This design comes from an exercise in tuning for small area, a short achievable clock period and few clock cycles on the open sky130 flow, not from production work.
The RTL was checked by simulation tests, not by an equivalence proof against the original design.
Power and IR drop assume default switching activity.

Setup of JK:
Design mips_core, start of the top module:
module mips_core #(
    parameter [31:0] RESET_PC = 32'h0000_0000
) (
    input  wire         clock,
    input  wire         reset,
    output logic [31:0] pc,
    input  wire  [31:0] inst,
    output logic        mem_read,
    output logic        mem_write,
    output logic [31:0] addr,
    output logic [31:0] din,
    input  wire  [31:0] dout
);
    logic [31:2] pc_q;
    logic [5:0]  opcode;
    logic [5:0]  funct;
    logic [4:0]  rs;
    logic [4:0]  rt;
    logic [4:0]  rd;
    logic [31:0] imm_ext;
    assign opcode  = inst[31:26];
    assign rs      = inst[25:21];
    assign rt      = inst[20:16];
    assign rd      = inst[15:11];
    assign funct   = inst[5:0];
    assign imm_ext = {{16{inst[15]}}, inst[15:0]};
    logic is_rtype, is_add, is_sub, is_and, is_or, is_slt;
    logic is_addi, is_lw, is_sw, is_beq;
    logic d_reg_write;
    logic [4:0] d_dest;
    logic d_use_imm;
    logic d_sub;
    assign is_rtype = (opcode == 6'h00);
    assign is_add   = is_rtype && (funct == 6'h20);
    assign is_sub   = is_rtype && (funct == 6'h22);
    assign is_and   = is_rtype && (funct == 6'h24);
    assign is_or    = is_rtype && (funct == 6'h25);
    assign is_slt   = is_rtype && (funct == 6'h2a);
    assign is_addi  = (opcode == 6'h08);
    assign is_lw    = (opcode == 6'h23);
    assign is_sw    = (opcode == 6'h2b);
    assign is_beq   = (opcode == 6'h04);
    assign d_dest      = is_rtype ? rd : rt;
    assign d_reg_write = (is_add || is_sub || is_and || is_or || is_slt || is_addi || is_lw)
                      && (d_dest != 5'd0);
    assign d_use_imm   = is_addi || is_lw || is_sw;
    assign d_sub       = is_sub || is_slt;
    logic        x_valid;       
    logic        x_reg_write;
    logic        x_lw;
    logic        x_sw;
  ...
Size in the first run: ~3900 cells after synthesis, ~1300 flip-flops, roughly 0.062 mm^2 of cells after synthesis.
==> module reg_file, before the edit <==
module reg_file (
    input  wire        clock,
    input  wire        reset,
    input  wire [4:0]  rd_addr_a,
    input  wire [4:0]  rd_addr_b,
    input  wire        wr_en,
    input  wire [4:0]  wr_addr,
    input  wire [31:0] wr_data,
    output logic [31:0] rd_data_a,
    output logic [31:0] rd_data_b
);
    logic [31:0] regs [1:31];
    logic [31:1] valid;
    always_ff @(posedge clock or posedge reset) begin
        if (reset) begin
            valid <= '0;
        end else if (wr_en && wr_addr != 5'd0) begin
            valid[wr_addr] <= 1'b1;
        end
    end
    always_ff @(posedge clock) begin
        if (wr_en && wr_addr != 5'd0) begin
            regs[wr_addr] <= wr_data;
        end
    end
    logic [31:0] va;
    logic [31:0] vb;
    assign va = {valid, 1'b0};
    assign vb = {valid, 1'b0};
    always_comb begin
        rd_data_a = (rd_addr_a == 5'd0) ? 32'd0 : (regs[rd_addr_a] & {32{va[rd_addr_a]}});
        rd_data_b = (rd_addr_b == 5'd0) ? 32'd0 : (regs[rd_addr_b] & {32{vb[rd_addr_b]}});
    end
endmodule
Settings: LEC_CHECK=0, ABC_CLOCK_PERIOD_IN_PS=3000, CAP_MARGIN=20, CORE_MARGIN=2, CORE_UTILIZATION=35, PLACE_DENSITY=0.5, SETUP_SLACK_MARGIN=4, SLEW_MARGIN=20; clock period 7.5 ns.
standard.sh (not shown) runs the stock make flow with config.mk's settings and CLKGATE_MAP_FILE= SYNTH_SCRIPT=/design/flow/synth_recipe.tcl, a recipe that flattens the netlist after the stock synthesis.
==> flow/flow/run.sh <==
#!/bin/bash
# Own layout flow: the standard ORFS flow (standard.sh), all steps and the
# standard synthesis, with two changes passed as make variables:
#  - the port buffers start as buf_1 instead of the delay cell buffer_ports
#    picks (repair resizes them where timing needs it);
#  - CTS uses clkbuf_8 only and inserts no dummy loads.
# The make output goes to flow_make.log; each ORFS step logs under orfs/logs/.
set -euo pipefail
bash standard.sh \
  "BUFFER_PORTS_ARGS=-buffer_cell sky130_fd_sc_hd__buf_1" \
  "CTS_ARGS=-sink_clustering_enable -repair_clock_nets -dont_use_dummy_load -buf_list sky130_fd_sc_hd__clkbuf_8" \
  finish > flow_make.log 2>&1
Testbench counts of JK, summed over its fixed seeds: cycles 176,560.
--- input diff JK..MS ---
diff --git a/flow/design.v b/flow/design.v
--- a/flow/design.v
+++ b/flow/design.v
@@ -25,13 +25,17 @@
             regs[wr_addr] <= wr_data;
         end
     end
-    logic [31:0] va;
-    logic [31:0] vb;
-    assign va = {valid, 1'b0};
-    assign vb = {valid, 1'b0};
+    logic [31:1] sel_a;
+    logic [31:1] sel_b;
     always_comb begin
-        rd_data_a = (rd_addr_a == 5'd0) ? 32'd0 : (regs[rd_addr_a] & {32{va[rd_addr_a]}});
-        rd_data_b = (rd_addr_b == 5'd0) ? 32'd0 : (regs[rd_addr_b] & {32{vb[rd_addr_b]}});
+        rd_data_a = 32'd0;
+        rd_data_b = 32'd0;
+        for (int i = 1; i < 32; i++) begin
+            sel_a[i]  = (rd_addr_a == 5'(i)) && valid[i];
+            sel_b[i]  = (rd_addr_b == 5'(i)) && valid[i];
+            rd_data_a = rd_data_a | (regs[i] & {32{sel_a[i]}});
+            rd_data_b = rd_data_b | (regs[i] & {32{sel_b[i]}});
+        end
     end
 endmodule
 `default_nettype wire
### Flow results
- The register-to-register slack of MS was inferior to that of JK.
- Row amount of wire on met3 after detailed routing: MS higher / JK lower
- Max cell count along the critical path across MS and JK: JK
- Delta(instance count of the mapped netlist, MS - JK) > 0
- Mean instance size in the synthesized netlist, MS vs JK: down by more than 10%
- Going from JK to MS, cell count grows by about 7%.
- According to the power report, total power for MS is lower than for JK.
- As far as worst hold path stage count goes, MS and JK are indistinguishable; the numbers are identical.
- Taking JK as the reference, in MS non-clock inverter total of the final layout shows a reduction of 11%; wire length reported by the detailed router shows an increase of 97000 um; area of all placed cells without fillers shows a reduction of about 5.7%; final clock skew shows an increase of 0.024 ns.
- MS has completed all stages; timing, DRC and antenna checks passed.
Testbench counts of MS, summed over its fixed seeds: cycles 176,560.


RTL: one of the versions met above, not the one the previous note started from.
Size: about 4,500 cells after synthesis, roughly 1,300 flip-flops, about 160 I/O pins, about 0.056 mm² of cells after synthesis.
==> module reg_file, before the edit <==
module reg_file (
    input  wire        clock,
    input  wire        reset,
    input  wire [4:0]  rd_addr_a,
    input  wire [4:0]  rd_addr_b,
    input  wire        wr_en,
    input  wire [4:0]  wr_addr,
    input  wire [31:0] wr_data,
    output logic [31:0] rd_data_a,
    output logic [31:0] rd_data_b
);
    logic [31:0] regs [1:31];
    logic [31:1] valid;
    always_ff @(posedge clock or posedge reset) begin
        if (reset) begin
            valid <= '0;
        end else if (wr_en && wr_addr != 5'd0) begin
            valid[wr_addr] <= 1'b1;
        end
    end
    always_ff @(posedge clock) begin
        if (wr_en && wr_addr != 5'd0) begin
            regs[wr_addr] <= wr_data;
        end
    end
    logic [31:1] sel_a;
    logic [31:1] sel_b;
    always_comb begin
        rd_data_a = 32'd0;
        rd_data_b = 32'd0;
        for (int i = 1; i < 32; i++) begin
            sel_a[i]  = (rd_addr_a == 5'(i)) && valid[i];
            sel_b[i]  = (rd_addr_b == 5'(i)) && valid[i];
            rd_data_a = rd_data_a | (regs[i] & {32{sel_a[i]}});
            rd_data_b = rd_data_b | (regs[i] & {32{sel_b[i]}});
        end
    end
endmodule
export LEC_CHECK = 0
export ABC_CLOCK_PERIOD_IN_PS = 3000
export CAP_MARGIN = 20
export CORE_MARGIN = 2
export CORE_UTILIZATION = 30
export PLACE_DENSITY = 0.45
export SETUP_SLACK_MARGIN = 4
export SLEW_MARGIN = 20
create_clock -name core_clock -period 7.5 [get_ports {clock}]
Scripts as last shown in full above: flow/flow/run.sh
The baseline ran to the end with no violations.
Testbench counts at the start, summed over its fixed seeds: cycles 176,560.
Rerun with:
--- a/flow/design.v
+++ b/flow/design.v
@@ -26,15 +26,11 @@
         end
     end
-    logic [31:1] sel_a;
-    logic [31:1] sel_b;
+    logic [31:0] va;
+    logic [31:0] vb;
+    assign va = {valid, 1'b0};
+    assign vb = {valid, 1'b0};
     always_comb begin
-        rd_data_a = 32'd0;
-        rd_data_b = 32'd0;
-        for (int i = 1; i < 32; i++) begin
-            sel_a[i]  = (rd_addr_a == 5'(i)) && valid[i];
-            sel_b[i]  = (rd_addr_b == 5'(i)) && valid[i];
-            rd_data_a = rd_data_a | (regs[i] & {32{sel_a[i]}});
-            rd_data_b = rd_data_b | (regs[i] & {32{sel_b[i]}});
-        end
+        rd_data_a = (rd_addr_a == 5'd0) ? 32'd0 : (regs[rd_addr_a] & {32{va[rd_addr_a]}});
+        rd_data_b = (rd_addr_b == 5'd0) ? 32'd0 : (regs[rd_addr_b] & {32{vb[rd_addr_b]}});
     end
 endmodule
The new run passed the timing, design-rule and antenna checks.
Core utilization went down by 0.56 points.
Combinational power went up by 24%.
Cell area went up by 7.6%.
Sequential power went up by about 2%.
Area after synthesis went up by 9.5%.
Routed wire length went down by 29%.
Cell count went down by 5.2%.
Clock-buffer cell count went up by 10.
Non-clock buffer count went down by 66.
Hold slack gets worse by 11 ps.
Via count went down by 22%.
Critical path depth went up by 4.
Global-route usage went down by 10 points.
Testbench counts after the change, summed over its fixed seeds: cycles 176,560.

-- separate check: timing with driven ports --
Ports are ideal in the flow. The routed layouts listed here were re-timed in OpenROAD.
Step 1 assumes that a clkbuf_16 drives the clock port and a buf_2 every other input.
Step 2, shift: input delay + t, output delay - t, t = (earliest + latest rising clock arrival at the registers) / 2. This alone moves slack from input paths to output paths.
Three values: ideal, step 1, step 2; two values: the first two.
| run | shift t [ns] | slack for setup (ns) | worst hold slack (ns) |
|---|---|---|---|
| JK | 1.011 | 3.948 / 3.948 / 3.022 | 0.389 / 0.389 / 0.389 |
| MS | 1.044 | 3.608 / 3.655 / 2.611 | 0.396 / 0.396 / 0.396 |
| the first run of note 2 | 1.016 | 3.695 / 3.757 / 2.741 | 0.389 / 0.389 / 0.389 |
| the second run of note 2 | 0.996 | 3.927 / 3.927 / 3.021 | 0.378 / 0.378 / 0.378 |
After both steps every run listed still meets setup and hold. For MS, which loses most, drivers alone change the setup slack by +0.047 ns; drivers and shift together by -0.997 ns.
